This design comes from an exercise in tuning for small area and a short achievable clock period on the open sky130 flow, not from production work.
In this exercise RTL edits were held to simulation tests only and were not proved equivalent to the original.
Power and IR drop assume default switching activity.

### flow/design.v
package poker_pkg;
    localparam int NUM_RANKS   = 13;
    localparam int NUM_SUITS   = 4;
    localparam int HOLE_CARDS  = 2;
    localparam int BOARD_CARDS = 5;
    localparam int RUN_LEN     = 5;
    localparam logic [3:0] CARD_MIN = 4'd2;
    localparam logic [3:0] CARD_MAX = 4'd14;
    localparam logic [4:0] CAT_ROYAL          = 5'd31;
    localparam logic [4:0] CAT_STRAIGHT_FLUSH = 5'd30;
    localparam logic [4:0] CAT_FOUR           = 5'd29;
    localparam logic [4:0] CAT_FULL_HOUSE     = 5'd28;
    localparam logic [4:0] CAT_FLUSH          = 5'd27;
    localparam logic [4:0] CAT_STRAIGHT       = 5'd26;
    localparam logic [4:0] CAT_THREE          = 5'd25;
    localparam logic [4:0] CAT_TWO_PAIR       = 5'd24;
    localparam logic [4:0] CAT_HIGH           = 5'd0;
    localparam logic [4:0] PAIR_BASE          = 5'd10;   
    localparam logic [3:0] HC_ROYAL          = 4'd0;
    localparam logic [3:0] HC_STRAIGHT_FLUSH = 4'd1;
    localparam logic [3:0] HC_FOUR           = 4'd2;
    localparam logic [3:0] HC_FULL_HOUSE     = 4'd3;
    localparam logic [3:0] HC_FLUSH          = 4'd4;
    localparam logic [3:0] HC_STRAIGHT       = 4'd5;
    localparam logic [3:0] HC_THREE          = 4'd6;
    localparam logic [3:0] HC_TWO_PAIR       = 4'd7;
    localparam logic [3:0] HC_PAIR           = 4'd8;
    localparam logic [3:0] HC_HIGH           = 4'd9;
endpackage
`timescale 1ns/1ns
module poker_eval_top (
    input  logic        clk,
    input  logic        rst_n,
    input  logic        in_valid,
    input  logic [11:0] hole_cards,
    input  logic [29:0] board_cards,
    output logic        out_valid,
    output logic [17:0] score
);
    function automatic logic [3:0] ge4of7(input logic [6:0] x);
        logic a1, a2, a3, a4, b1, b2, b3;
        a1 = |x[3:0];
        a2 = (x[0] | x[1]) & (x[2] | x[3]) | (x[0] & x[1]) | (x[2] & x[3]);
        a3 = (x[0] & x[1]) & (x[2] | x[3]) | (x[2] & x[3]) & (x[0] | x[1]);
        a4 = &x[3:0];
        b1 = |x[6:4];
        b2 = (x[4] & x[5]) | (x[6] & (x[4] | x[5]));
        b3 = &x[6:4];
        ge4of7 = {a4 | (a3 & b1) | (a2 & b2) | (a1 & b3),
                  a3 | b3 | (a2 & b1) | (a1 & b2),
                  a2 | b2 | (a1 & b1),
                  a1 | b1};
    endfunction
    function automatic logic [2:0] ge7of7(input logic [6:0] x);
        logic a2, a3, a4, b1, b2, b3;
        a2 = (x[0] | x[1]) & (x[2] | x[3]) | (x[0] & x[1]) | (x[2] & x[3]);
        a3 = (x[0] & x[1]) & (x[2] | x[3]) | (x[2] & x[3]) & (x[0] | x[1]);
        a4 = &x[3:0];
        b1 = |x[6:4];
        b2 = (x[4] & x[5]) | (x[6] & (x[4] | x[5]));
        b3 = &x[6:4];
        ge7of7 = {a4 & b3, (a4 & b2) | (a3 & b3), (a4 & b1) | (a3 & b2) | (a2 & b3)};
    endfunction
    function automatic logic [12:0] rank_hot(input logic [3:0] n);
        logic [12:0] h;
        for (int k = 0; k < 13; k++) h[k] = (n == 4'(k + 2));
        h[0]  = !n[3] && !n[2] && !n[0];
        h[1]  = !n[3] && !n[2] && n[0];
        h[12] = n[3] && n[2] && n[1];
        rank_hot = h;
    endfunction
    logic [41:0] cards;
    logic [12:0] dh [7];                 
    logic [1:0]  fs;                     
    logic [6:0]  inf;                    
    logic [2:0]  fcnt;                   
    logic        flush_d, clr1_d, clr2_d;
    logic [12:0] c0_d, c1_d, c2_d, fm_d;
    assign cards = {board_cards, hole_cards};
    always_comb begin
        logic [6:0] b0, b1;
        logic [3:0] g0, g1;
        for (int i = 0; i < 7; i++)
            dh[i] = rank_hot(cards[6*i+2 +: 4]);
        for (int i = 0; i < 7; i++) begin
            b0[i] = cards[6*i];
            b1[i] = cards[6*i+1];
        end
        g0    = ge4of7(b0);
        g1    = ge4of7(b1);
        fs    = {g1[3], g0[3]};
        for (int i = 0; i < 7; i++) inf[i] = (cards[6*i +: 2] == fs);
        fcnt    = ge7of7(inf);
        flush_d = fcnt[0];
        clr1_d  = !flush_d || fcnt[1];
        clr2_d  = !flush_d || fcnt[2];
        for (int k = 0; k < 13; k++) begin
            logic [1:0] a, b, c;
            a = 2'(dh[0][k]) + 2'(dh[1][k]) + 2'(dh[2][k]);
            b = 2'(dh[3][k]) + 2'(dh[4][k]) + 2'(dh[5][k]);
            c = 2'(a[0]) + 2'(b[0]) + 2'(dh[6][k]);
            fm_d[k] = (dh[0][k] & inf[0]) | (dh[1][k] & inf[1]) | (dh[2][k] & inf[2]) | (dh[3][k] & inf[3]) |
                      (dh[4][k] & inf[4]) | (dh[5][k] & inf[5]) | (dh[6][k] & inf[6]);
            c0_d[k] = c[0];
            c1_d[k] = a[1] | b[1] | c[1];
            c2_d[k] = (a[1] & b[1]) | (a[1] & c[1]) | (b[1] & c[1]);
        end
    end
    logic [12:0] c0, c1, c2, fm;     
    logic        flush, clr1, clr2;
    logic        s1_valid;
    always_ff @(posedge clk) begin
        c0    <= c0_d;
        c1    <= c1_d;
        c2    <= c2_d;
        fm    <= fm_d;
        flush <= flush_d;
        clr1  <= clr1_d;
        clr2  <= clr2_d;
    end
    always_ff @(posedge clk or negedge rst_n) begin
        if (!rst_n) s1_valid <= 1'b0;
        else        s1_valid <= in_valid;
    end
    logic [12:0] m, sg, pr, tr, qd;     
    assign m  = flush ? fm : (c0 | c1);   
    assign sg = c0 & ~c1;
    assign pr = c1 & ~c0 & ~c2;
    assign tr = c0 & c1;
    assign qd = c2;
    function automatic logic [3:0] hi_enc(input logic [12:0] x);
        logic [3:0] e;
        e = '0;
        for (int r = 0; r < 13; r++) if (x[r]) e = 4'(r + 1);
        hi_enc = e;
    endfunction
    function automatic logic [3:0] lo_enc(input logic [12:0] x);
        logic [3:0] e;
        e = '0;
        for (int r = 12; r >= 0; r--) if (x[r]) e = 4'(r + 1);
        lo_enc = e;
    endfunction
    function automatic logic [3:0] enc(input logic [12:0] x);
        logic [3:0] e;
        e = '0;
        for (int r = 0; r < 13; r++) if (x[r]) e = e | 4'(r + 1);
        enc = e;
    endfunction
    function automatic logic [38:0] above3(input logic [12:0] x);
        logic [12:0] one, two, thr;
        for (int r = 0; r < 13; r++) one[r] = |(x >> (r + 1));
        for (int r = 0; r < 13; r++) two[r] = |((x & one) >> (r + 1));
        for (int r = 0; r < 13; r++) thr[r] = |((x & two) >> (r + 1));
        above3 = {thr, two, one};
    endfunction
    logic [8:0]  win;
    logic        run_found;
    logic [12:0] run_low;
    always_comb begin
        for (int lo = 0; lo < 9; lo++) win[lo] = &m[lo +: 5];
        run_found = |win | (&{m[12], m[3:0]});
        run_low   = {4'b0, win & ~{1'b0, win[8:1]}};
    end
    logic [12:0] top5;
    always_comb begin
        logic [12:0] any_b, two_b;
        for (int k = 0; k < 13; k++) any_b[k] = |(m & ((13'd1 << k) - 13'd1));
        for (int k = 0; k < 13; k++) two_b[k] = |(m & any_b & ((13'd1 << k) - 13'd1));
        for (int k = 0; k < 13; k++)
            top5[k] = m[k] && !(clr1 && !any_b[k]) && !(clr2 && any_b[k] && !two_b[k]);
    end
    function automatic logic [3:0] xor_enc(input logic [12:0] x);
        logic [3:0] e;
        for (int b = 0; b < 4; b++) begin
            logic [12:0] sel;
            for (int r = 0; r < 13; r++) sel[r] = ((r + 1) >> b) & 1;
            e[b] = ^(x & sel);
        end
        xor_enc = e;
    endfunction
    logic        any_q, any_t, any_p, two_t, two_p;
    logic [3:0]  q_e, t_hi, t_2, p_hi, p_2, k4, s1, s2, s3;
    logic        is_four, is_fh, is_three, is_tp, is_pair;
    always_comb begin
        logic [38:0] sa, pa, ta;
        any_q = |qd;
        any_t = |tr;
        any_p = |pr;
        ta    = above3(tr);
        pa    = above3(pr);
        sa    = above3(sg);
        q_e   = enc(qd);
        t_hi  = hi_enc(tr);
        t_2   = enc(tr & ta[12:0]);                      
        p_hi  = hi_enc(pr);
        p_2   = enc(pr & pa[12:0] & ~pa[25:13]);         
        k4    = hi_enc(m & ~qd);
        two_t = |(tr & ta[12:0]);
        two_p = |(pr & pa[12:0]);
        s1    = hi_enc(sg | (pr & pa[25:13]));
        s2    = enc(sg & sa[12:0] & ~sa[25:13]);
        s3    = enc(sg & sa[25:13] & ~sa[38:26]);
        is_four  = any_q;
        is_fh    = !any_q && any_t && (two_t || any_p);
        is_three = any_t;
        is_tp    = two_p;
        is_pair  = any_p;
    end
    logic [4:0]  cat_d;
    logic [12:0] tb_d;
    always_comb begin
        logic nf, s_roy, s_sf, s_fl, s_four, s_fh, s_st, s_three, s_tp, s_pair, s_hi;
        nf      = !flush;
        s_roy   = flush && win[8];
        s_sf    = flush && run_found && !win[8];
        s_fl    = flush && !run_found;
        s_four  = nf && is_four;
        s_fh    = nf && is_fh;
        s_st    = nf && !is_four && !is_fh && run_found;
        s_three = nf && !is_four && !is_fh && !run_found && is_three;
        s_tp    = nf && !run_found && !any_t && is_tp;
        s_pair  = nf && !any_q && !run_found && !any_t && !two_p && any_p;
        s_hi    = nf && !run_found && !any_t && !any_p && !any_q;
        cat_d = ({5{s_roy}}   & 5'd31) | ({5{s_sf}}  & 5'd30) | ({5{s_four}} & 5'd29) |
                ({5{s_fh}}    & 5'd28) | ({5{s_fl}}  & 5'd27) | ({5{s_st}}   & 5'd26) |
                ({5{s_three}} & 5'd25) | ({5{s_tp}}  & 5'd24) |
                ({5{s_pair}}  & (5'd10 + {1'b0, p_hi}));
        tb_d  = ({13{s_sf | s_st}}  & run_low) |
                ({13{s_fl | s_hi}}  & top5) |
                ({13{s_four}}       & {q_e, k4, 5'd0}) |
                ({13{s_fh}}         & {t_hi, two_t ? t_2 : p_hi, 5'd0}) |
                ({13{s_three}}      & {t_hi, s1, s2, 1'b0}) |
                ({13{s_tp}}         & {p_hi, p_2, s1, 1'b0}) |
                ({13{s_pair}}       & {s1, s2, s3, 1'b0});
    end
    always_ff @(posedge clk or negedge rst_n) begin
        if (!rst_n) begin
            score     <= '0;
            out_valid <= 1'b0;
        end else begin
            out_valid <= s1_valid;
            if (s1_valid) score <= {cat_d, tb_d};
        end
    end
endmodule
### flow/flow/run.sh
#!/bin/bash
# Standard layout, with fast port buffers and timing repair aimed below the clock period.
set -euo pipefail
export BUFFER_PORTS_ARGS="-buffer_cell sky130_fd_sc_hd__buf_1"
export SETUP_SLACK_MARGIN=6
bash standard.sh > standard.log 2>&1
### flow/standard.sh
#!/bin/bash
# synth_recipe.tcl (not shown) runs the flow's synth.tcl, then flattens the netlist and writes it again
# the make line also repeats each setting of config.mk as NAME=value (left out here)
make -C /OpenROAD-flow-scripts/flow DESIGN_CONFIG=/design/flow/config.mk WORK_HOME=/design/flow/orfs CLKGATE_MAP_FILE= SYNTH_SCRIPT=/design/flow/synth_recipe.tcl "${@:-finish}"
### flow/config.mk
export PLATFORM = sky130hd
export DESIGN_NAME = poker_eval_top
export DESIGN_NICKNAME = poker_eval_top
export VERILOG_FILES = /design/flow/design.v
export SDC_FILE = /design/flow/constraint.sdc
export NUM_CORES = 4
export LEC_CHECK = 0
export ABC_AREA = 1
export CAP_MARGIN = 20
export CORE_MARGIN = 2
export CORE_UTILIZATION = 40
export CTS_BUF_LIST = sky130_fd_sc_hd__clkbuf_8
export PLACE_DENSITY = 0.7
export SLEW_MARGIN = 20
### flow/constraint.sdc
create_clock -name core_clock -period 10.0 [get_ports {clk}]
set_input_delay 2.0000 -clock core_clock [delete_from_list [all_inputs] [get_ports {clk}]]
set_output_delay 2.0000 -clock core_clock [all_outputs]
set_load 0.01 [all_outputs]
==> results of run 1 <==
[repair_timing]
item,in CTS,in global routing
buffers inserted,0,1
gates resized for setup,4,6
endpoints found under the setup margin,3,16
pin swaps,0,1
hold buffers,0,0
[cells by family (layout without fill, tap and decap cells)]
group           count (synthesis)  count (layout)  synth area share
fa+ha+maj                      40              40             0.104
xor+xnor                       15              15            0.0172
compound gates                198             198             0.174
simple gates                  679             679             0.389
buf+inv                       208             270             0.106
flops                          75              75             0.210
[worst reg2reg max path, cell delays in order, from the launching register on]
cell,delay [ns]
dfxtp_1,0.65
inv_4,0.30
nor2_1,0.22
a31oi_2,0.11
inv_2,0.15
nor2_1,0.10
nand3_1,0.17
nand2_1,0.08
nor3_2,0.19
nand3_4,0.16
nor4_2,0.89
o31ai_1,0.25
o2111ai_1,0.18
nor3_1,0.10
a21oi_1,0.12
[worst min path at each step]
stage,slack (ns),from,endpoint,depth (start not counted)
2_1_floorplan,0.35,s1_valid,out_valid,0
3_3_place_gp,0.46,score[11],score[11],2
3_5_place_dp,0.46,score[11],score[11],2
4_1_cts,0.49,score[11],score[11],2
5_1_grt,0.52,score[11],score[11],2
6_report,0.49,score[11],score[11],2
[power by group through the flow]
stage	sequential, mW	combinational, mW	clock (mW)
floorplan	0.408	0.499	0
global placement	0.400	0.709	0
detailed placement	0.403	0.712	0
CTS	0.396	0.717	0.250
global route	0.404	0.811	0.263
finish	0.397	0.732	0.248
[area by class of cell]
cell class	instances	area (um2)
clock buffer	10	138
timing repair buffer	64	245
inverter	190	716
multi-input combinational	932	5240
fill	1992	10400
tap	234	293
clock inverter	6	71.3
sequential	75	1600
[state kept, by name (all words and copies together), names as in the netlist]
name	count
fm	13
out_valid	1
s1_valid	1
c1	13
clr2	1
score	18
c2	13
flush	1
c0	13
clr1	1
[layout by cell type (no fill, tap or decap), types with 4 or more instances in the layout]
cell type    n
nand2_1    310
inv_1      180
nor2_1     169
nand3_1    111
buf_1       62
dfxtp_1     55
a21oi_1     52
fa_1        39
o21ai_0     37
o22ai_1     30
nor3_1      22
dfrtp_1     20
o2111ai_1   15
nand2_2     14
nand4_1     10
xnor2_1     10
clkbuf_8    10
or2_2        9
o221ai_1     9
o21a_1       7
inv_2        7
a31oi_1      7
nor2_4       6
nor4_1       6
a31o_2       5
xor2_1       5
nor2_2       5
o21ai_1      4
nor3_2       4
o211ai_1     4
[metal layers]
metal	routed length (um)	GRT usage	up-vias	part of all wire
met4	1320	0.142	0	0.051
met2	11400	0.410	399	0.44
li1	-	-	4111	-
met1	11200	0.342	3767	0.43
met3	1880	0.0316	78	0.073
met5	0	0	-	0
==> impl_results.md, run 1 <==
* Outcome: timing/DRC/antenna clean
* R2R Path Start: flush
* Power Dens Cells at 166 mW/mm2
* Bufs and invs on worst path at 2
* Final setup fails at 0
* Synthesized instance count at 1215
* Core area at 0.0187 mm2
* Dpl ws at 5.58 ns
* Critical path required time at 10.26 ns
* Vert. Die Dim at 142 um
* Layout cells sized above 1 at 0.0666
* Ys async rst share at 0.267
* Post-synth top cells: nand2_1 (317), inv_1 (180), nor2_1 (169), nand3_1 (111), dfxtp_1 (55)
* DR pass1 iterations at 5
* Row cnt at 50
* Number of synthesized flops with an enable pin at 0
* PortBufs at 63
* Crit path cell chain: buf_1, inv_1, nor2_1, nand2_1, fa_1, fa_1, o21ai_0
* Synth top area cells: nand2_1 (16%), dfxtp_1 (14%), fa_1 (10%)
* Stages on worst setup path at 7
* Starting density of the core at 0.407
* DRC violations left at 0
* Clock root buffer: clkbuf_8
* First-pass GRT wire length at 40400 um
* Number of buffers created by CTS at 9
* Die area at 0.0202 mm2
* Routed wire length at 25800 um
* Non-Filler Instances at 1511
* # clock sinks at 75
* CTS clk-pin slew, worst paths at 0.09 ns
* Setup Skew at 0.0225 ns
* Yosys reg bits at 75
* Worst hold path type: reg -> reg
* # nets final at 1357
* Placed Area at 0.00806 mm2
* Crit-path max FO at 6
* Final weighted congestion in routability-driven placement at 1.03
* Total chip power at 1.38 mW
* Detail Placement HPWL at 21500 um
* GRT overflow at 0
* Ant. Diodes at 0
* Max_slew headroom at 0.223
* H-tree depth at 3
* Top Ports at 64
* Critical path's top delay family: adder cells
* Reg2reg setup slack at 6.29 ns
* Largest net degree at the start of global routing at 30
* Post-route ant nets at 0
* Hold Slack at 0.486 ns
* Power share of the combinational group at 0.532
* Vias/cell at 5.53
* Maximum VDD drop at 61.3 uV
* Clock latency (worst-skew pair) at 0.37 ns
* Synth Flop Type: dfxtp_1
* Worst setup path endpoint: c2[11]
* Net Sw Frac at 0.491
* DR vias at 8355
* Sequential area share after synthesis at 0.210
* Post-synth top area share at 0.156
* Final hold violations at 0
* WS Path Type: in -> reg
* Yosys top cell by area: nand2_1
* Gr usage total at 0.258
* Top cell by count, worst path: fa_1
* CP startpoint: board_cards[14]
* Vias in the first global route at 7624
* Synthesized area at 0.00762 mm2
* Max Freq at 260 MHz
* DR WL/cell at 17.0 um
* Critical R2R Capture: score[6]
* Die width at 142 um
* Slowest stage delay, CP at 0.53 ns
* Sw Pwr at 676 uW
* Worst setup SP type: input pin
* CP endpoint kind: flop
* Int Pwr at 701 uW
* Mean Syn Cell Area at 6.27 um2
* Fin util at 0.444
* CTS tree: done
* Slowest stage cell, crit path: fa_1
* Slew @ Worst Pin at 1.16 ns
* Worst EP arrival at 4.11 ns
* Drt first-iter violations at 722
* Clk buf depth at 2
* Most instantiated library cell after synthesis: nand2_1
* Area growth from synthesis to layout at 9.00%
* Leakage at 3.81 nW
* Setup TNS Final at 0 ns
* Placed insts at 1494
* FF-to-FF path depth at 14
* Synth Warn # at 2
* Max cap viols at 0
* Synth unique cells at 59
* Clock share of power at 0.180
* Initial antenna violation count at 0
* Design Area, Final at 0.00830 mm2
* Period minus WS final at 3.85 ns
* Final cycle utilization of the critical path at 0.385
* Synth Net Count at 1300
* Flop pwr share at 0.288
* RSZ-0062 raised after global routing: no
* Fin worst setup slack at 6.15 ns
* Slew Viols, Final at 0
==> run 2, diff against run 1 <==
==> flow/flow/run.sh (replaced) <==
#!/bin/bash
# Standard layout, with fast port buffers and timing repair aimed below the clock period.
set -euo pipefail
export BUFFER_PORTS_ARGS="-buffer_cell sky130_fd_sc_hd__buf_2"
export SETUP_SLACK_MARGIN=6
bash standard.sh > standard.log 2>&1
==> impl_results.md, run 2 <==
* Power Dens Cells at 162 mW/mm2
* Drt first-iter violations at 771
* Yosys top cell by area: nand2_1
* RSZ-0062 raised after global routing: no
* Critical R2R Capture: score[6]
* # nets final at 1359
* Maximum VDD drop at 61.2 uV
* Area growth from synthesis to layout at 9.86%
* Vias in the first global route at 7759
* # clock sinks at 75
* Hold Slack at 0.481 ns
* CTS clk-pin slew, worst paths at 0.09 ns
* Final weighted congestion in routability-driven placement at 1.03
* Core area at 0.0187 mm2
* Ant. Diodes at 0
* Critical path required time at 10.24 ns
* Post-synth top area share at 0.156
* Ys async rst share at 0.267
* Worst EP arrival at 4.01 ns
* Detail Placement HPWL at 21700 um
* Post-route ant nets at 0
* Layout cells sized above 1 at 0.117
* Most frequent cells in the layout: nand2_1 (310), inv_1 (180), nor2_1 (169)
* Clk buf depth at 2
* Slowest stage delay, CP at 0.39 ns
* Mean Syn Cell Area at 6.27 um2
* Net Sw Frac at 0.496
* Synth Warn # at 2
* Worst hold path type: reg -> reg
* Flop pwr share at 0.291
* Crit-path max FO at 12
* Final cycle utilization of the critical path at 0.377
* Final hold violations at 0
* DR vias at 8284
* CP endpoint kind: flop
* Biggest register: score
* Reg2reg setup slack at 6.33 ns
* Clock share of power at 0.157
* Total chip power at 1.35 mW
* Synth unique cells at 59
* Yosys reg bits at 75
* Hold endpoint: score[11]
* Post-synth top cells: nand2_1 (317), inv_1 (180), nor2_1 (169), nand3_1 (111), dfxtp_1 (55)
* R2R Path Start: flush
* Max cap viols at 0
* PortBufs at 63
* Clock latency (worst-skew pair) at 0.36 ns
* Setup Skew at 0.0126 ns
* First-pass GRT wire length at 40500 um
* Synthesized area at 0.00762 mm2
* Gr usage total at 0.258
* Synth top area cells: nand2_1 (16%), dfxtp_1 (14%), fa_1 (10%)
* Commonest non-fill, non-tap cell in the layout: nand2_1
* Die width at 142 um
* Routed wire length at 25500 um
* Leakage at 3.99 nW
* Sw Pwr at 670 uW
* Sequential area share after synthesis at 0.210
* Clock root buffer: clkbuf_8
* Row cnt at 50
* DRC violations left at 0
* FF-to-FF path depth at 14
* WS Path Type: in -> reg
* Number of buffers created by CTS at 9
* Vert. Die Dim at 142 um
* Top Ports at 64
* Final setup fails at 0
* Die area at 0.0202 mm2
* Most instantiated library cell after synthesis: nand2_1
* Starting density of the core at 0.407
* Power share of the combinational group at 0.551
* Synth Flop Type: dfxtp_1
* Period minus WS final at 3.77 ns
* Largest net degree at the start of global routing at 30
* Max Freq at 265 MHz
* Bufs and invs on worst path at 3
* Slew @ Worst Pin at 1.00 ns
* Max_slew headroom at 0.326
* Slew Viols, Final at 0
* GRT overflow at 0
* Hold path depth at 2
* DR WL/cell at 16.8 um
* Setup TNS Final at 0 ns
* Hold Crit Start: score[11]
* Crit path cell chain: buf_2, o311ai_0, o2111ai_2, buf_4, xor2_1, nand2_2, inv_1, nand3_1, nor4b_1, o221ai_1
* Outcome: timing/DRC/antenna clean
* H-tree depth at 3
* Critical path's top delay family: compound AO/OA/AOI/OAI gates
* CTS tree: done
* Initial antenna violation count at 0
* DR pass1 iterations at 7
* Synthesized instance count at 1215
* Vias/cell at 5.48
* Hold Buf Count CTS at 0
* Int Pwr at 681 uW
* Worst setup SP type: input pin
* Slowest stage cell, crit path: o311ai_0
* Synth Net Count at 1300
* Largest register FFs at 18
* Number of synthesized flops with an enable pin at 0
-- run 2: cell counts after synthesis --
Identical to the previous run, type by type.
-- run 2: repair_timing --
| action | CTS | global route |
|---|---|---|
| gates resized for setup | 1 | 9 |
| buffers inserted | 0 | 3 |
| setup endpoints to repair | 1 | 15 |
| pin swaps | 0 | 2 |
-- run 2: how the worst max path moves through the flow --
stage          slack (ns)  cells after the start             from     to
2_1_floorplan        6.03                      7  board_cards[13]  fm[5]
3_3_place_gp         5.71                      7  board_cards[12]  fm[5]
3_5_place_dp         5.60                      7  board_cards[12]  fm[5]
4_1_cts              6.01                      8  board_cards[12]  fm[3]
5_1_grt              5.96                     14   board_cards[1]   clr1
6_report             6.23                     10  board_cards[12]  fm[3]
-- run 2: per-stage QoR --
step                worst slack [ns]  cells  instance area (um2)  utilization
global placement                5.71   1494                 8140        0.435
floorplan                       6.03   1215                 7620            -
CTS                             6.01   1510                 8310        0.444
detailed placement              5.60   1494                 8140        0.435
finish                          6.23   1513                 8370        0.447
global route                    5.96   1513                 8370        0.447
-- run 2: kinds of logic after synthesis --
kind of cell | share of synthesized area
DFF | 0.210
adders and majority gates | 0.104
AOI/OAI and AO/OA | 0.174
buffers and inverters | 0.106
xor gates and xnor gates | 0.0172
and+or+nand+nor | 0.389
-- run 2: routing by layer --
layer,global-route usage,part of all wire,vias up
li1,-,-,4104
met1,0.335,0.44,3792
met2,0.434,0.46,326
met3,0.0336,0.062,62
met4,0.105,0.038,0
met5,0,0,-
-- run 2: final cells by class --
type                       count  area, um2
fill                        1994      10300
multi-input combinational    932       5250
sequential                    75       1600
inverter                     190        716
timing repair buffer          66        338
tap                          234        293
clock buffer                   9        124
clock inverter                 7       51.3
-- run 2: power by group through the flow --
stage	combinational, mW	clock, mW	sequential (mW)
floorplan	0.499	0	0.408
global placement	0.720	0	0.399
detailed placement	0.725	0	0.401
CTS	0.728	0.217	0.394
global route	0.830	0.230	0.402
finish	0.745	0.213	0.394
-- run 2: worst register-to-register path, cell delays in order (launching register included) --
cell	delay, ns
dfxtp_1	0.66
inv_4	0.30
nor2_1	0.22
a31oi_2	0.12
inv_2	0.15
nor2_1	0.10
nand3_1	0.18
nand2_1	0.09
nor3_2	0.18
nand3_4	0.15
nor4_2	0.78
o31ai_1	0.24
o2111ai_1	0.20
nor3_1	0.10
a21oi_1	0.14
==> run 3, diff against run 2 <==
==> flow/flow/run.sh (replaced) <==
#!/bin/bash
# Standard layout with two changes to synthesis and repair:
# - cell mapping by ABC uses flow/cells.abc (one dc2 pass before the usual
#   dch and map), everything else in synthesis is the standard flow's own script
# - fast port buffers, and timing repair aimed below the clock period
set -euo pipefail
work=$(pwd)
export BUFFER_PORTS_ARGS="-buffer_cell sky130_fd_sc_hd__buf_2"
export SETUP_SLACK_MARGIN=6

# ORFS's synth.tcl, with the ABC script swapped right after the preamble sets it
sed -e '/^source \$::env(SCRIPTS_DIR)\/synth_preamble.tcl/a set abc_args [lreplace $abc_args 1 1 '"$work"'/flow/cells.abc]' \
    "$FLOW_HOME/scripts/synth.tcl" > "$work/synth_cells.tcl"
grep -q "flow/cells.abc" "$work/synth_cells.tcl"
# The standard flow's synthesis script, sourcing that copy
sed -e 's#^source \$::env(SCRIPTS_DIR)/synth.tcl#source '"$work"'/synth_cells.tcl#' synth_recipe.tcl > "$work/synth_recipe_cells.tcl"
grep -q "synth_cells.tcl" "$work/synth_recipe_cells.tcl"
# The standard flow's layout command, with that synthesis script
sed -e 's#SYNTH_SCRIPT=[^ ]*#SYNTH_SCRIPT='"$work"'/synth_recipe_cells.tcl#' standard.sh > "$work/standard_cells.sh"
grep -q "synth_recipe_cells.tcl" "$work/standard_cells.sh"
bash "$work/standard_cells.sh" > standard.log 2>&1
==> flow/flow/cells.abc (new file) <==
strash
dc2
dch
map -B 0.9
topo
stime -c
buffer -c
upsize -c
dnsize -c
==> impl_results.md, run 3 <==
* GRT overflow at 0
* Fin util at 0.446
* Max cap viols at 0
* Synth Warn # at 2
* Largest net degree at the start of global routing at 29
* Slew Viols, Final at 0
* Final setup fails at 0
* Die width at 141 um
* Critical R2R Capture: score[5]
* Synth Net Count at 1266
* Ant. Diodes at 0
* Top Ports at 64
* PortBufs at 63
* CTS clk-pin slew, worst paths at 0.09 ns
* Biggest register: score
* DR pass1 iterations at 5
* Synthesized instance count at 1181
* Register area at 0.00160 mm2
* Critical path required time at 10.24 ns
* Synth top area cells: dfxtp_1 (15%), nand2_1 (13%), fa_1 (10%)
* Maximum VDD drop at 57.5 uV
* Most instantiated library cell after synthesis: nand2_1
* Reg2reg setup slack at 6.19 ns
* Final weighted congestion in routability-driven placement at 1.00
* Setup TNS Final at 0 ns
* Largest register FFs at 18
* Hold Buf Count CTS at 0
* DR WL/cell at 17.5 um
* DR vias at 8128
* Routed wire length at 25900 um
* Dpl ws at 5.57 ns
* Worst hold path type: reg -> reg
* Final cycle utilization of the critical path at 0.385
* Post-synth top cells: nand2_1 (265), inv_1 (175), nor2_1 (157), nand3_1 (105), a21oi_1 (65)
* # nets final at 1325
* H-tree depth at 3
* Vias in the first global route at 7712
* Die area at 0.0199 mm2
* Clock root buffer: clkbuf_8
* Post-route ant nets at 0
* Worst setup SP type: input pin
* Gr usage total at 0.261
* Vias/cell at 5.50
* Max Freq at 260 MHz
* Post-synth top area share at 0.147
* Fin worst setup slack at 6.15 ns
* Drt first-iter violations at 768
* R2R Path Start: flush
* CP endpoint kind: flop
* Multi-input logic area at 0.00515 mm2
* Slew @ Worst Pin at 0.970 ns
* Commonest non-fill, non-tap cell in the layout: nand2_1
* RSZ-0062 raised after global routing: no
* Period minus WS final at 3.85 ns
* Vert. Die Dim at 141 um
* Hold Slack at 0.485 ns
* Worst EP arrival at 4.09 ns
* Hold Crit Start: score[11]
* Number of synthesized flops with an enable pin at 0
* Layout cells sized above 1 at 0.120
* Starting density of the core at 0.404
* Synth unique cells at 59
* Core area at 0.0186 mm2
* Yosys top cell by area: dfxtp_1
* Number of buffers created by CTS at 9
* DRC violations left at 0
* Hold endpoint: score[11]
* Final hold violations at 0
* Yosys reg bits at 75
* Initial antenna violation count at 0
* FF-to-FF path depth at 14
* Clock latency (worst-skew pair) at 0.37 ns
* Hold path depth at 2
* Ys async rst share at 0.267
* Mean Syn Cell Area at 6.36 um2
* Clk buf depth at 2
* Max_slew headroom at 0.353
* Fill cell count at 1955
* First-pass GRT wire length at 40600 um
* Synthesized area at 0.00751 mm2
* Crit-path max FO at 15
* CTS tree: done
* Detail Placement HPWL at 21900 um
* Most frequent cells in the layout: nand2_1 (259), inv_1 (175), nor2_1 (157)
* # clock sinks at 75
* WS Path Type: in -> reg
* Row cnt at 50
* Synth Flop Type: dfxtp_1
* Area growth from synthesis to layout at 10.3%
* Setup Skew at 0.0225 ns
* Leakage at 3.96 nW
* Sequential area share after synthesis at 0.213
* Outcome: timing/DRC/antenna clean
* Power Dens Cells at 169 mW/mm2
[run 3: cell count changes after synthesis, moves of 9 or more]
| cell | previous run | this run |
|---|---|---|
| inv_2 | 7 | 17 |
| a21oi_1 | 52 | 65 |
| o22ai_1 | 30 | 47 |
| o2111ai_1 | 15 | 5 |
| o21bai_1 | 0 | 10 |
| nor2_1 | 169 | 157 |
| nand2_1 | 317 | 265 |
| xnor2_1 | 10 | 1 |
| o21ai_1 | 3 | 13 |
| or4_1 | 2 | 12 |
[run 3: layer usage]
metal  wire [um]  global-route usage
met1       11300               0.334
met2       11600               0.424
met3        1630              0.0397
met4        1380               0.145
met5           0                   0
[run 3: layout make-up]
type                    count  area share
clock inverters             7     0.00936
multi-input cells         898       0.622
well taps                 234      0.0353
inverters                 193      0.0874
clock buffers               9      0.0150
flip-flops and latches     75       0.193
repair buffers             63      0.0381
[run 3: logic make-up after synthesis]
| logic type | Yosys count | share of synthesized area |
|---|---|---|
| buffers and inverters | 208 | 0.109 |
| AND/OR/NAND/NOR | 611 | 0.359 |
| AO/OA/AOI/OAI | 232 | 0.195 |
| XOR/XNOR | 14 | 0.0163 |
| adder cells (fa/ha/maj) | 41 | 0.107 |
| flip-flops | 75 | 0.213 |
[run 3: timing repair]
item	in CTS	in global routing
setup endpoints to repair	13	17
gates cloned	0	0
setup buffers	0	0
gates resized for setup	6	9
[run 3: power by group]
group          internal (mW)  total (mW)  switching, mW
registers              0.357       0.393         0.0364
logic                  0.237       0.764          0.527
clock network          0.117       0.241          0.124
total                  0.711        1.40          0.688
[run 3: worst max path at each step]
| stage | endpoint | startpoint | slack, ns | cells past startpoint |
|---|---|---|---|---|
| 3_3_place_gp | flush | hole_cards[1] | 5.62 | 12 |
| 5_1_grt | clr1 | board_cards[1] | 6.01 | 13 |
| 4_1_cts | clr1 | hole_cards[1] | 6.00 | 13 |
| 3_5_place_dp | fm[9] | hole_cards[1] | 5.57 | 10 |
| 6_report | clr1 | board_cards[1] | 6.15 | 13 |
| 2_1_floorplan | fm[0] | hole_cards[1] | 6.05 | 10 |
[run 3: per-stage QoR]
step                area [um2]  power, mW  instances
floorplan                 7510      0.914       1181
global placement          8020       1.14       1463
detailed placement        8020       1.14       1463
CTS                       8240       1.38       1479
global route              8280       1.50       1479
finish                    8280       1.40       1479
[run 3: worst max-delay path, stage by stage]
cell	delay [ns]
buf_2	0.11
inv_1	0.12
o22ai_1	0.12
o21a_1	0.18
a21o_1	0.18
nor2_4	0.21
xor2_1	0.20
nand2_2	0.25
nor2_1	0.21
nor2_1	0.07
nor2_1	0.15
a221o_1	0.21
nand3_1	0.07
==> run 4, diff against run 3 <==
--- a/flow/flow/run.sh
+++ b/flow/flow/run.sh
@@ -1,7 +1,7 @@
 #!/bin/bash
 # Standard layout with two changes to synthesis and repair:
 # - cell mapping by ABC uses flow/cells.abc (one dc2 pass before the usual
-#   dch and map), everything else in synthesis is the standard flow's own script
+#   dch and map, and no sizing: repair sizes the cells later), everything else in synthesis is the standard flow's own script
 # - fast port buffers, and timing repair aimed below the clock period
 set -euo pipefail
 work=$(pwd)
==> flow/flow/cells.abc (replaced) <==
strash
dc2
dch
map -B 0.9
topo
stime -c
==> impl_results.md, run 4 <==
* Outcome: timing/DRC/antenna clean
* Slew Viols, Final at 0
* Setup Skew at 0.0139 ns
* Area growth from synthesis to layout at 14.4%
* Row cnt at 49
* Post-synthesis simple-gate area fraction at 0.358
* Core area at 0.0178 mm2
* Fin worst setup slack at 6.04 ns
* Adder-cell share of the synthesized area at 0.111
* Maximum VDD drop at 111 uV
* CTS tree: done
* Final cycle utilization of the critical path at 0.396
* Met2 usage at 0.467
* Final weighted congestion in routability-driven placement at 1.00
* Setup TNS Final at 0 ns
* WS Path Type: in -> reg
* Power Dens Cells at 170 mW/mm2
* Initial antenna violation count at 0
* Number of buffers created by CTS at 9
* Most frequent cells in the layout: nand2_1 (268), clkinv_1 (192), nor2_1 (166)
* Layout cells sized above 1 at 0.109
* Ant. Diodes at 0
* First-pass GRT wire length at 41900 um
* Worst setup SP type: input pin
* GRT overflow at 0
* CP endpoint kind: flop
* Post-synth top cells: nand2_1 (274), clkinv_1 (193), nor2_1 (168), nand3_1 (109), a21oi_1 (65)
* Clock root buffer: clkbuf_8
* Period minus WS final at 3.96 ns
* Drt first-iter violations at 821
* Synth Flop Type: dfxtp_1
* Final hold violations at 0
* Synthesized area at 0.00723 mm2
* Yosys reg bits at 75
* Met3 Track Usage GR at 0.0336
* Post-synth top area share at 0.152
* Routed wire length at 27100 um
* Synth Net Count at 1251
* FF-to-FF path depth at 15
* # nets final at 1333
* DR WL/cell at 18.3 um
* Synth unique cells at 40
* H-tree depth at 3
* Synth top area cells: dfxtp_1 (15%), nand2_1 (14%), fa_1 (11%)
* Max cap viols at 0
* Largest net degree at the start of global routing at 29
* Vias/cell at 5.70
* Leakage at 3.34 nW
* Fill cell count at 1926
* Mux cell area share after synthesis at 0
* Gr usage total at 0.276
* Sequential area share after synthesis at 0.222
* Commonest non-fill, non-tap cell in the layout: nand2_1
* Max Freq at 252 MHz
* Final setup fails at 0
* Vias in the first global route at 7904
* Largest register FFs at 18
* Most instantiated library cell after synthesis: nand2_1
* RSZ-0062 raised after global routing: yes
* DRC violations left at 0
* Top Ports at 64
* # clock sinks at 75
* Yosys top cell by area: dfxtp_1
* Hold path depth at 2
* Synthesized instance count at 1166
* Crit-path max FO at 13
* Ys async rst share at 0.267
* Clk buf depth at 2
* DR pass1 iterations at 7
* Vert. Die Dim at 138 um
* Die area at 0.0192 mm2
* CTS clk-pin slew, worst paths at 0.08 ns
* Detail Placement HPWL at 22600 um
* Worst EP arrival at 4.20 ns
* Synth Warn # at 2
* Post-route ant nets at 0
* PortBufs at 63
* Starting density of the core at 0.405
* Max_slew headroom at 0.416
* Mean Syn Cell Area at 6.20 um2
* Die width at 138 um
* DR vias at 8452
* GR met1 Demand/Resource at 0.352
* Most Crowded Layer GR: met2
* Main combinational cell family by area after synthesis: simple AND/OR/NAND/NOR gates
* Area share of xor/xnor cells in the synthesized design at 0.0170
* Critical path required time at 10.24 ns
* Hold Buf Count CTS at 0
* Slew @ Worst Pin at 0.870 ns
* Dpl ws at 5.05 ns
* Biggest register: score
* Number of synthesized flops with an enable pin at 0
* Worst hold path type: reg -> reg
* Synth Area in Compound Gates at 0.192
* Clock latency (worst-skew pair) at 0.37 ns
-- run 4: kinds of logic (layout without fill, tap and decap cells) --
kind of cell | after synthesis | after routing
AOI/OAI and AO/OA | 232 | 232
xor gates and xnor gates | 14 | 14
adders and majority gates | 41 | 41
buffers and inverters | 193 | 280
DFF | 75 | 75
and+or+nand+nor | 611 | 611
-- run 4: critical path, stage by stage --
cell      delay (ns)
buf_2           0.14
clkinv_1        0.12
o41ai_2         0.51
nor2_4          0.09
buf_12          0.16
xor2_2          0.19
nand2_4         0.19
buf_4           0.16
o22ai_1         0.08
or4_2           0.54
-- run 4: final cells by class --
cell class              count  area (um2)  area share
well taps                 229         287      0.0347
inverters                 193         729      0.0882
flip-flops and latches     75        1600       0.194
repair buffers             71         388      0.0469
clock buffers              11         151      0.0183
clock inverters             5        53.8     0.00651
multi-input cells         898        5050       0.611
-- run 4: worst paths after layout --
path	startpoint	end	slack [ns]
worst min register to register	score[11]	score[11]	0.48
worst min-delay path	score[11]	score[11]	0.48
max in group asynchronous	rst_n	score[14]	8.12
worst max register to register	flush	score[8]	6.17
min in group asynchronous	rst_n	score[8]	1.56
worst max-delay path	hole_cards[1]	fm[0]	6.04
-- run 4: stage by stage --
stage          power [mW]  cells  hold slack [ns]  instance area, um2  utilization
6_report             1.40   1482            0.484                8270        0.463
5_1_grt              1.50   1482            0.543                8270        0.463
4_1_cts              1.38   1477            0.492                8130        0.456
3_5_place_dp         1.13   1461            0.473                7880        0.441
3_3_place_gp         1.13   1461            0.470                7880        0.441
2_1_floorplan       0.878   1166            0.525                7250            -
-- run 4: power breakdown --
group / switching (mW) / internal (mW)
Combinational: 0.532 / 0.239
Sequential: 0.0354 / 0.357
Clock: 0.114 / 0.127
-- run 4: metal layers --
layer | share of wire | vias up
li1 | - | 4063
met1 | 0.42 | 3854
met2 | 0.46 | 434
met3 | 0.068 | 101
met4 | 0.051 | 0
met5 | 0 | -
-- run 4: timing repair --
| action | CTS | global route |
|---|---|---|
| setup buffers | 0 | 5 |
| setup endpoints to repair | 33 | 26 |
| cloned | 0 | 0 |
| pin swaps | 0 | 8 |
| resized for setup | 19 | 21 |
| endpoints found under the hold margin | 0 | 0 |
==> run 5, diff against run 4 <==
--- a/flow/flow/run.sh
+++ b/flow/flow/run.sh
@@ -1,7 +1,7 @@
 #!/bin/bash
 # Standard layout with two changes to synthesis and repair:
-# - cell mapping by ABC uses flow/cells.abc (one dc2 pass before the usual
-#   dch and map, and no sizing: repair sizes the cells later), everything else in synthesis is the standard flow's own script
+# - cell mapping by ABC uses flow/cells.abc (one dc2 pass, then dch -f, before the usual
+#   map), everything else in synthesis is the standard flow's own script
 # - fast port buffers, and timing repair aimed below the clock period
 set -euo pipefail
 work=$(pwd)
==> flow/flow/cells.abc (replaced) <==
strash
dc2
dch -f
map -B 0.9
topo
stime -c
buffer -c
upsize -c
dnsize -c
==> impl_results.md, run 5 <==
* Outcome: timing/DRC/antenna clean
* Vias/cell at 5.55
* Clock latency (worst-skew pair) at 0.37 ns
* Detail Placement HPWL at 20700 um
* DR WL/cell at 16.7 um
* DR pass1 iterations at 5
* Ant. Diodes at 0
* Synthesized instance count at 1176
* Post-CTS resize count at 0
* Total chip power at 1.39 mW
* Synth Flop Type: dfxtp_1
* Sequential area share after synthesis at 0.216
* Row cnt at 49
* Clk buf depth at 2
* Dpl ws at 5.66 ns
* Slew @ Worst Pin at 0.983 ns
* Largest net degree at the start of global routing at 31
* Period minus WS final at 3.82 ns
* DR vias at 8153
* H-tree depth at 3
* Commonest non-fill, non-tap cell in the layout: nand2_1
* Power Dens Cells at 170 mW/mm2
* Mean Syn Cell Area at 6.31 um2
* Setup TNS Final at 0 ns
* Fin util at 0.453
* CTS tree: done
* DRC violations left at 0
* Crit-path max FO at 15
* Critical path required time at 10.25 ns
* Worst EP arrival at 4.07 ns
* Hold endpoint: score[11]
* Hold Crit Start: score[11]
* Synth top area cells: dfxtp_1 (15%), nand2_1 (13%), fa_1 (11%)
* Most Crowded Layer GR: met2
* Clock root buffer: clkbuf_8
* Fin worst setup slack at 6.18 ns
* Placed insts at 1453
* # clock sinks at 75
* Synth unique cells at 50
* Maximum VDD drop at 73.9 uV
* Critical R2R Capture: score[6]
* Die area at 0.0197 mm2
* Post-route ant nets at 0
* Setup Skew at 0.0138 ns
* Number of post-CTS setup repair buffers at 0
* Ys async rst share at 0.267
* GR met1 Demand/Resource at 0.327
* RSZ-0062 raised after global routing: no
* CP endpoint kind: flop
* Max Freq at 262 MHz
* Hold path depth at 2
* Final cycle utilization of the critical path at 0.382
* Slew Viols, Final at 0
* Starting density of the core at 0.410
* Most instantiated library cell after synthesis: nand2_1
* Drt first-iter violations at 757
* Worst hold path type: reg -> reg
* Leakage at 3.91 nW
* Synthesized area at 0.00742 mm2
* Met2 usage at 0.411
* Met3 Track Usage GR at 0.0332
* Largest register FFs at 18
* First-pass GRT wire length at 38900 um
* Most frequent cells in the layout: nand2_1 (258), inv_1 (178), nor2_1 (160)
* Core area at 0.0181 mm2
* PortBufs at 63
* R2R Path Start: flush
* Yosys reg bits at 75
* Reg2reg setup slack at 6.52 ns
* GRT overflow at 0
* FF-to-FF path depth at 14
* Vias in the first global route at 7626
* Synth Warn # at 2
* Gr usage total at 0.249
* Final hold violations at 0
* Biggest register: score
* Routed wire length at 24500 um
* Vert. Die Dim at 140 um
* Initial antenna violation count at 0
* Number of synthesized flops with an enable pin at 0
* Max cap viols at 0
* Post-synth top cells: nand2_1 (265), inv_1 (178), nor2_1 (160), nand3_1 (104), a21oi_1 (69)
* Yosys top cell by area: dfxtp_1
* Non-Filler Instances at 1469
* Final weighted congestion in routability-driven placement at 1.02
* WS Path Type: in -> reg
* Synth Net Count at 1261
* Layout cells sized above 1 at 0.104
* Fill cell count at 1916
* Hold Buf Count CTS at 0
* Die width at 140 um
* Top Ports at 64
* Post-synth top area share at 0.148
* Worst setup SP type: input pin
* Max_slew headroom at 0.345
* Number of buffers created by CTS at 9
* Final setup fails at 0
* Area growth from synthesis to layout at 10.3%
* CTS clk-pin slew, worst paths at 0.09 ns
* # nets final at 1320
run 5: worst max-delay path: stages:
cell and delay (ns):
buf_2 0.10, nor2_1 0.13, nor2_1 0.07, a311oi_1 0.25, nand2_1 0.26, xor2_1 0.23
nand2_2 0.30, or2_2 0.18, o21ai_0 0.06, or4_1 0.48
run 5: power breakdown:
group / switching [mW] / total, mW / leakage [nW] / internal, mW
combinational: 0.504 / 0.732 / 3.11 / 0.228
clock: 0.122 / 0.264 / 0.115 / 0.142
sequential: 0.0377 / 0.394 / 0.684 / 0.357
run 5: how the worst max path moves through the flow:
stage	startpoint	end	cells past startpoint
global route	board_cards[1]	clr1	13
global placement	hole_cards[0]	fm[0]	10
finish	hole_cards[0]	fm[0]	10
detailed placement	hole_cards[0]	fm[0]	10
CTS	hole_cards[0]	fm[0]	10
floorplan	hole_cards[0]	fm[2]	9
run 5: cell type report:
| type | count | area, um2 | share of cell area |
|---|---|---|---|
| Tap cell | 229 | 287 | 0.0350 |
| Inverter | 183 | 687 | 0.0839 |
| Clock inverter | 7 | 97.6 | 0.0119 |
| Multi-Input combinational cell | 903 | 5070 | 0.620 |
| Timing Repair Buffer | 63 | 315 | 0.0385 |
| Sequential cell | 75 | 1600 | 0.196 |
| Clock buffer | 9 | 124 | 0.0151 |
run 5: cell families after synthesis:
logic type | synth area share
XOR/XNOR | 0.0177
buffers and inverters | 0.104
AO/OA/AOI/OAI | 0.200
adder cells (fa/ha/maj) | 0.107
flip-flops | 0.216
AND/OR/NAND/NOR | 0.356
run 5: per-stage QoR:
stage | area, um2 | hold slack [ns]
floorplan | 7420 | 0.372
global placement | 7950 | 0.452
detailed placement | 7950 | 0.462
CTS | 8170 | 0.485
global route | 8180 | 0.543
finish | 8180 | 0.480
run 5: routing by layer:
layer / vias up / part of all wire
met5: - / 0
met4: 0 / 0.044
met3: 65 / 0.072
met2: 386 / 0.45
met1: 3671 / 0.43
li1: 4031 / -
==> run 6, diff against run 5 <==
--- a/flow/design.v
+++ b/flow/design.v
@@ -75,7 +75,7 @@
     logic [6:0]  inf;                    
     logic [2:0]  fcnt;                   
     logic        flush_d, clr1_d, clr2_d;
-    logic [12:0] c0_d, c1_d, c2_d, fm_d;
+    logic [12:0] x0_d, x1_d, x2_d;
     assign cards = {board_cards, hole_cards};
     always_comb begin
         logic [6:0] b0, b1;
@@ -99,21 +99,19 @@
             a = 2'(dh[0][k]) + 2'(dh[1][k]) + 2'(dh[2][k]);
             b = 2'(dh[3][k]) + 2'(dh[4][k]) + 2'(dh[5][k]);
             c = 2'(a[0]) + 2'(b[0]) + 2'(dh[6][k]);
-            fm_d[k] = (dh[0][k] & inf[0]) | (dh[1][k] & inf[1]) | (dh[2][k] & inf[2]) | (dh[3][k] & inf[3]) |
+            x0_d[k] = c[0];
+            x1_d[k] = (a[1] | b[1] | c[1]) & !((a[1] & b[1]) | (a[1] & c[1]) | (b[1] & c[1]));
+            x2_d[k] = (dh[0][k] & inf[0]) | (dh[1][k] & inf[1]) | (dh[2][k] & inf[2]) | (dh[3][k] & inf[3]) |
                       (dh[4][k] & inf[4]) | (dh[5][k] & inf[5]) | (dh[6][k] & inf[6]);
-            c0_d[k] = c[0];
-            c1_d[k] = a[1] | b[1] | c[1];
-            c2_d[k] = (a[1] & b[1]) | (a[1] & c[1]) | (b[1] & c[1]);
-        end
-    end
-    logic [12:0] c0, c1, c2, fm;     
+        end
+    end
+    logic [12:0] x0, x1, x2;         
     logic        flush, clr1, clr2;
     logic        s1_valid;
     always_ff @(posedge clk) begin
-        c0    <= c0_d;
-        c1    <= c1_d;
-        c2    <= c2_d;
-        fm    <= fm_d;
+        x0    <= x0_d;
+        x1    <= x1_d;
+        x2    <= x2_d;
         flush <= flush_d;
         clr1  <= clr1_d;
         clr2  <= clr2_d;
@@ -123,11 +121,11 @@
         else        s1_valid <= in_valid;
     end
     logic [12:0] m, sg, pr, tr, qd;     
-    assign m  = flush ? fm : (c0 | c1);   
-    assign sg = c0 & ~c1;
-    assign pr = c1 & ~c0 & ~c2;
-    assign tr = c0 & c1;
-    assign qd = c2;
+    assign m  = x2 | (~{13{flush}} & (x0 | x1));   
+    assign sg = x0 & ~x1;
+    assign pr = x1 & ~x0;
+    assign tr = x0 & x1;
+    assign qd = x2 & ~x0 & ~x1;
     function automatic logic [3:0] hi_enc(input logic [12:0] x);
         logic [3:0] e;
         e = '0;
==> impl_results.md, run 6 <==
* Synthesized instance count at 1181
* CTS clk-pin slew, worst paths at 0.08 ns
* Critical R2R Capture: score[6]
* DR WL/cell at 16.5 um
* Vias in the first global route at 7682
* DR vias at 8258
* Int Pwr at 700 uW
* WS Path Type: in -> reg
* Clock share of power at 0.187
* Detail Placement HPWL at 20500 um
* Largest register FFs at 18
* Worst EP arrival at 4.15 ns
* Slew Viols, Final at 0
* Synth Warn # at 2
* Clock root buffer: clkbuf_8
* FF-to-FF path depth at 12
* Ys async rst share at 0.323
* Post-synth top cells: nand2_1 (304), inv_1 (157), nor2_1 (150), nand3_1 (103), o21ai_0 (54)
* Die width at 140 um
* Critical path required time at 10.24 ns
* First-pass GRT wire length at 39200 um
* Slew @ Worst Pin at 1.01 ns
* Post-route ant nets at 0
* Commonest non-fill, non-tap cell in the layout: nand2_1
* GRT overflow at 0
* Yosys reg bits at 62
* Number of synthesized flops with an enable pin at 0
* Hold Buf Count CTS at 0
* Synth Flop Type: dfxtp_1
* Most instantiated library cell after synthesis: nand2_1
* Max_slew headroom at 0.309
* PortBufs at 63
* Mean Syn Cell Area at 6.27 um2
* Yosys top cell by area: nand2_1
* Hold Crit Start: score[0]
* Area growth from synthesis to layout at 11.5%
* Placed insts at 1460
* Power share of the combinational group at 0.567
* Setup Skew at 0.0168 ns
* Biggest register: score
* Layout cells sized above 1 at 0.139
* Flop pwr share at 0.245
* Max cap viols at 0
* DR pass1 iterations at 23
* Largest net degree at the start of global routing at 32
* Core area at 0.0181 mm2
* Leakage at 3.90 nW
* Worst setup SP type: input pin
* Row cnt at 49
* Clock latency (worst-skew pair) at 0.37 ns
* Die area at 0.0196 mm2
* Outcome: timing/DRC/antenna clean
* Synth Net Count at 1266
* Gr usage total at 0.252
* Max Freq at 256 MHz
* Vias/cell at 5.58
* Power Dens Cells at 170 mW/mm2
* Worst hold path type: reg -> reg
* Most frequent cells in the layout: nand2_1 (297), inv_1 (157), nor2_1 (150)
* Final weighted congestion in routability-driven placement at 0.996
* Reg2reg setup slack at 6.37 ns
* RSZ-0062 raised after global routing: yes
* R2R Path Start: flush
* Initial antenna violation count at 0
* Hold endpoint: score[0]
* Maximum VDD drop at 72.6 uV
* Non-Filler Instances at 1479
* Vert. Die Dim at 140 um
* CTS tree: done
* Synthesized area at 0.00740 mm2
* Final cycle utilization of the critical path at 0.391
* # nets final at 1330
* Synth top area cells: nand2_1 (15%), dfxtp_1 (11%), fa_1 (11%)
* Sequential area share after synthesis at 0.181
* CP endpoint kind: flop
* Net Sw Frac at 0.501
* H-tree depth at 3
* Post-synth top area share at 0.154
* Final setup fails at 0
* Crit-path max FO at 8
* Hold path depth at 2
* Synth unique cells at 65
* Top Ports at 64
* Clk buf depth at 2
* Drt first-iter violations at 763
* Starting density of the core at 0.409
* Number of buffers created by CTS at 9
* # clock sinks at 62
* Routed wire length at 24400 um
* Setup TNS Final at 0 ns
* DRC violations left at 0
* Period minus WS final at 3.91 ns
* Ant. Diodes at 0
* Final hold violations at 0
* Sw Pwr at 701 uW
-- run 6: cell count changes in the layout (fill, tap and decap cells not counted), moves of 10 or more --
cell	change
dfxtp_1	-13
nand4_1	+12
inv_2	+10
a21oi_1	-16
nand2_1	+39
inv_1	-21
nor3_1	-13
nor2_1	-10
-- run 6: layer usage --
metal / track usage / routed length (um) / up-vias
met2: 0.424 / 11200 / 388
met1: 0.318 / 10400 / 3744
met3: 0.0458 / 1760 / 78
met5: 0 / 0 / -
met4: 0.112 / 1000 / 0
li1: - / - / 4048
-- run 6: area by class of cell --
class                   instances  area [um2]
clock inverters                 6        93.8
inverters                     176         667
repair buffers                 66         338
fillers                      1905        9830
well taps                     229         287
clock buffers                  10         138
flip-flops and latches         62        1340
multi-input cells             930        5390
-- run 6: power groups by stage --
stage	sequential, mW	clock [mW]	combinational [mW]
after floorplan	0.351	0	0.547
after global placement	0.348	0	0.759
after detailed placement	0.350	0	0.765
after CTS	0.345	0.266	0.771
after global routing	0.353	0.276	0.880
final	0.344	0.262	0.795
-- run 6: cells by family (layout without fill, tap and decap cells) --
| logic type | Yosys count | count (layout) | synth area share |
|---|---|---|---|
| AO/OA/AOI/OAI | 221 | 221 | 0.189 |
| AND/OR/NAND/NOR | 654 | 654 | 0.403 |
| XOR/XNOR | 15 | 15 | 0.0177 |
| adder cells (fa/ha/maj) | 40 | 40 | 0.107 |
| buffers and inverters | 189 | 258 | 0.102 |
| flip-flops | 62 | 62 | 0.181 |
-- run 6: how the worst max path moves through the flow --
stage	startpoint	end	slack (ns)
floorplan	hole_cards[1]	x2[1]	6.07
global placement	hole_cards[1]	x2[1]	5.60
detailed placement	hole_cards[1]	x2[1]	5.57
CTS	hole_cards[1]	clr1	6.00
global route	hole_cards[7]	clr1	5.97
finish	hole_cards[7]	x2[8]	6.09
-- run 6: timing repair --
| action | CTS | global route |
|---|---|---|
| pin swaps | 0 | 1 |
| setup endpoints to repair | 3 | 14 |
| setup buffers | 0 | 3 |
| resized for setup | 4 | 14 |
-- run 6: stage by stage --
stage               power, mW  area (um2)   util  hold slack [ns]  setup WS [ns]
global placement         1.11        7920  0.438            0.452           5.60
CTS                      1.38        8160  0.451            0.482           6.00
finish                   1.40        8250  0.456            0.469           6.09
global route             1.51        8250  0.456            0.522           5.97
detailed placement       1.12        7920  0.438            0.464           5.57
floorplan               0.898        7400      -            0.393           6.07
-- run 6: worst max-delay path, cell delays in order --
cell,delay [ns]
buf_2,0.14
inv_1,0.07
o41ai_1,0.58
nor2_4,0.15
buf_4,0.18
xor2_2,0.16
nand2_4,0.10
buf_4,0.19
nor2_1,0.05
or4_1,0.52
==> run 7, diff against run 6 <==
==> flow/flow/run.sh (replaced) <==
#!/bin/bash
# Standard layout, with fast port buffers and timing repair aimed below the clock period.
set -euo pipefail
export BUFFER_PORTS_ARGS="-buffer_cell sky130_fd_sc_hd__buf_2"
export SETUP_SLACK_MARGIN=6
bash standard.sh > standard.log 2>&1
removed: flow/flow/cells.abc
==> impl_results.md, run 7 <==
* Starting density of the core at 0.410
* CTS clk-pin slew, worst paths at 0.08 ns
* Fill cell count at 1967
* Core area at 0.0180 mm2
* Crit-path max FO at 15
* Bufs and invs on worst path at 2
* CP endpoint kind: flop
* Critical path's top delay family: simple AND/OR/NAND/NOR gates
* Slowest stage cell, crit path: xor2_1
* DR WL/cell at 16.3 um
* RSZ-0062 raised after global routing: no
* Gr usage total at 0.253
* H-tree depth at 3
* Met1 WL at 10400 um
* Post-CTS resize count at 0
* Top cell by count, worst path: nand2_1
* Crit path cell chain: buf_2, nand2_1, nand2_1, o21ai_1, o2111ai_4, xor2_1, nand2_2, nor2_1, inv_1, nor2_1, nand2_1, nand3_1, nand3_1
* Max Freq at 267 MHz
* Synthesized area at 0.00739 mm2
* Final weighted congestion in routability-driven placement at 1.02
* Yosys reg bits at 62
* Layout cells sized above 1 at 0.131
* Power Dens Cells at 170 mW/mm2
* Ys async rst share at 0.323
* Worst setup SP type: input pin
* Biggest register: score
* Ant. Diodes at 0
* WS Path Type: in -> reg
* Mean Syn Cell Area at 6.12 um2
* Post-synth top area share at 0.140
* Post-route ant nets at 0
* Yosys top cell by area: nand2_1
* Max layer used: met4
* Most instantiated library cell after synthesis: nand2_1
* Setup Skew at 0.0189 ns
* Largest net degree at the start of global routing at 29
* Max_slew headroom at 0.538
* Leakage at 3.98 nW
* Vias in the first global route at 7739
* Synth unique cells at 58
* Clock latency (worst-skew pair) at 0.37 ns
* Post-synth top cells: nand2_1 (276), nor2_1 (192), inv_1 (174), nand3_1 (88)
* Clock root buffer: clkbuf_8
* # clock sinks at 62
* Number of synthesized flops with an enable pin at 0
* GRT overflow at 0
* Most frequent cells in the layout: nand2_1 (269), nor2_1 (192), inv_1 (174)
* Vert. Die Dim at 140 um
* Synth Flop Type: dfxtp_1
* CTS tree: done
* Critical path required time at 10.25 ns
* Max cap viols at 0
* PortBufs at 63
* Outcome: timing/DRC/antenna clean
* Slew Viols, Final at 0
* Maximum VDD drop at 149 uV
* Hold Buf Count CTS at 0
* Row cnt at 49
* Setup TNS Final at 0 ns
* Clk buf depth at 2
* Area growth from synthesis to layout at 10.7%
* Synth top area cells: nand2_1 (14%), dfxtp_1 (11%), fa_1 (11%)
* DR vias at 8302
* # nets final at 1354
* DRC violations left at 0
* Synthesized instance count at 1208
* Final hold violations at 0
* Sequential area share after synthesis at 0.182
* Dpl ws at 5.68 ns
* Synth Warn # at 2
* Commonest non-fill, non-tap cell in the layout: nand2_1
* Drt first-iter violations at 820
* First-pass GRT wire length at 39800 um
* Initial antenna violation count at 0
* Die width at 140 um
* Synth Net Count at 1293
* DR pass1 iterations at 7
* Largest register FFs at 18
* Met3 Wirelength at 1990 um
* Fin worst setup slack at 6.25 ns
* WL met2 at 11300 um
* Number of buffers created by CTS at 9
* Routed wire length at 24500 um
* Worst hold path type: reg -> reg
* Detail Placement HPWL at 20900 um
* Placed insts at 1487
* Slowest stage delay, CP at 0.25 ns
* Worst EP arrival at 4.00 ns
* Vias/cell at 5.52
* Non-Filler Instances at 1503
* Die area at 0.0196 mm2
* Hold Slack at 0.471 ns
* Period minus WS final at 3.75 ns
* Fin util at 0.454
* Final setup fails at 0
* Slew @ Worst Pin at 0.684 ns
* Top Ports at 64
* Final cycle utilization of the critical path at 0.375
* Number of post-CTS setup repair buffers at 0
==> run 7: cell types whose count changed in the layout (fill, tap and decap cells not counted), moves of 8 or more <==
cell | previous run | this run
inv_1 | 157 | 174
nand2_1 | 297 | 269
inv_2 | 14 | 22
nand3_1 | 103 | 88
o22ai_1 | 41 | 31
nor3_1 | 10 | 23
nor2_1 | 150 | 192
==> run 7: metrics by stage <==
step	total power, mW	cell area [um2]
floorplan	0.902	7390
global route	1.50	8180
global placement	1.13	7930
detailed placement	1.14	7930
CTS	1.38	8130
finish	1.39	8180
==> run 7: worst paths after layout <==
check                           slack [ns]           start  cells after the start   endpoint
worst max-delay path                  6.25  board_cards[6]                     13       clr1
worst min-delay path                  0.47       score[16]                      1  score[16]
worst max register to register        6.82           flush                     16   score[8]
worst min register to register        0.47       score[16]                      1  score[16]
max in group asynchronous             8.12           rst_n                      1   score[4]
min in group asynchronous             1.56           rst_n                      1   score[5]
==> run 7: cell families after synthesis <==
logic type,count (synthesis),synth area share
multiplexers,6,0.00813
XOR/XNOR,15,0.0178
adder cells (fa/ha/maj),40,0.107
AO/OA/AOI/OAI,215,0.184
flip-flops,62,0.182
AND/OR/NAND/NOR,659,0.391
buffers and inverters,211,0.110
==> run 7: routing by layer <==
metal | global-route usage | vias to the layer above
li1 | - | 4086
met1 | 0.333 | 3703
met5 | 0 | -
met2 | 0.426 | 445
met4 | 0.0837 | 0
met3 | 0.0373 | 68
==> run 7: power breakdown <==
part | total (mW) | internal [mW] | switching, mW
clock network | 0.239 | 0.119 | 0.120
registers | 0.342 | 0.303 | 0.0391
logic | 0.808 | 0.253 | 0.555
total | 1.39 | 0.675 | 0.714
==> run 7: final cells by class <==
type | count | area, um2 | share of cell area
clock buffers | 9 | 124 | 0.0151
clock inverters | 7 | 80.1 | 0.00979
inverters | 197 | 739 | 0.0904
multi-input cells | 935 | 5280 | 0.646
flip-flops and latches | 62 | 1340 | 0.164
well taps | 229 | 287 | 0.0350
repair buffers | 64 | 323 | 0.0395

==> separate check: timing with driven ports <==
No port has a modelled driver above. Below, the same layouts with a new extraction and two added sets of constraints. Step 1: set_driving_cell puts a clkbuf_16 on clk and a buf_2 on each other input, an assumption about the parent block. Step 2 also shifts input and output timing later by t, the mid clock arrival at the registers, as if the neighbouring blocks saw the same clock. a / b / c = ideal ports / drivers / drivers and shift; a / b = the first two.
run	shift t [ns]	setup slack, ns	worst hold slack (ns)
run 1	0.401	6.151 / 6.165 / 5.763	0.486 / 0.486 / 0.486
run 2	0.396	6.226 / 6.246 / 5.850	0.481 / 0.481 / 0.481
run 3	0.395	6.151 / 6.172 / 5.777	0.485 / 0.485 / 0.485
run 4	0.406	6.039 / 6.053 / 5.647	0.484 / 0.484 / 0.484
run 5	0.401	6.182 / 6.202 / 5.801	0.480 / 0.480 / 0.480
run 6	0.401	6.092 / 6.112 / 5.711	0.469 / 0.469 / 0.469
run 7	0.401	6.250 / 6.268 / 5.866	0.471 / 0.471 / 0.471
After both steps every run listed still meets setup and hold. For run 4, which loses most, drivers alone change the setup slack by +0.014 ns; drivers and shift together by -0.392 ns.
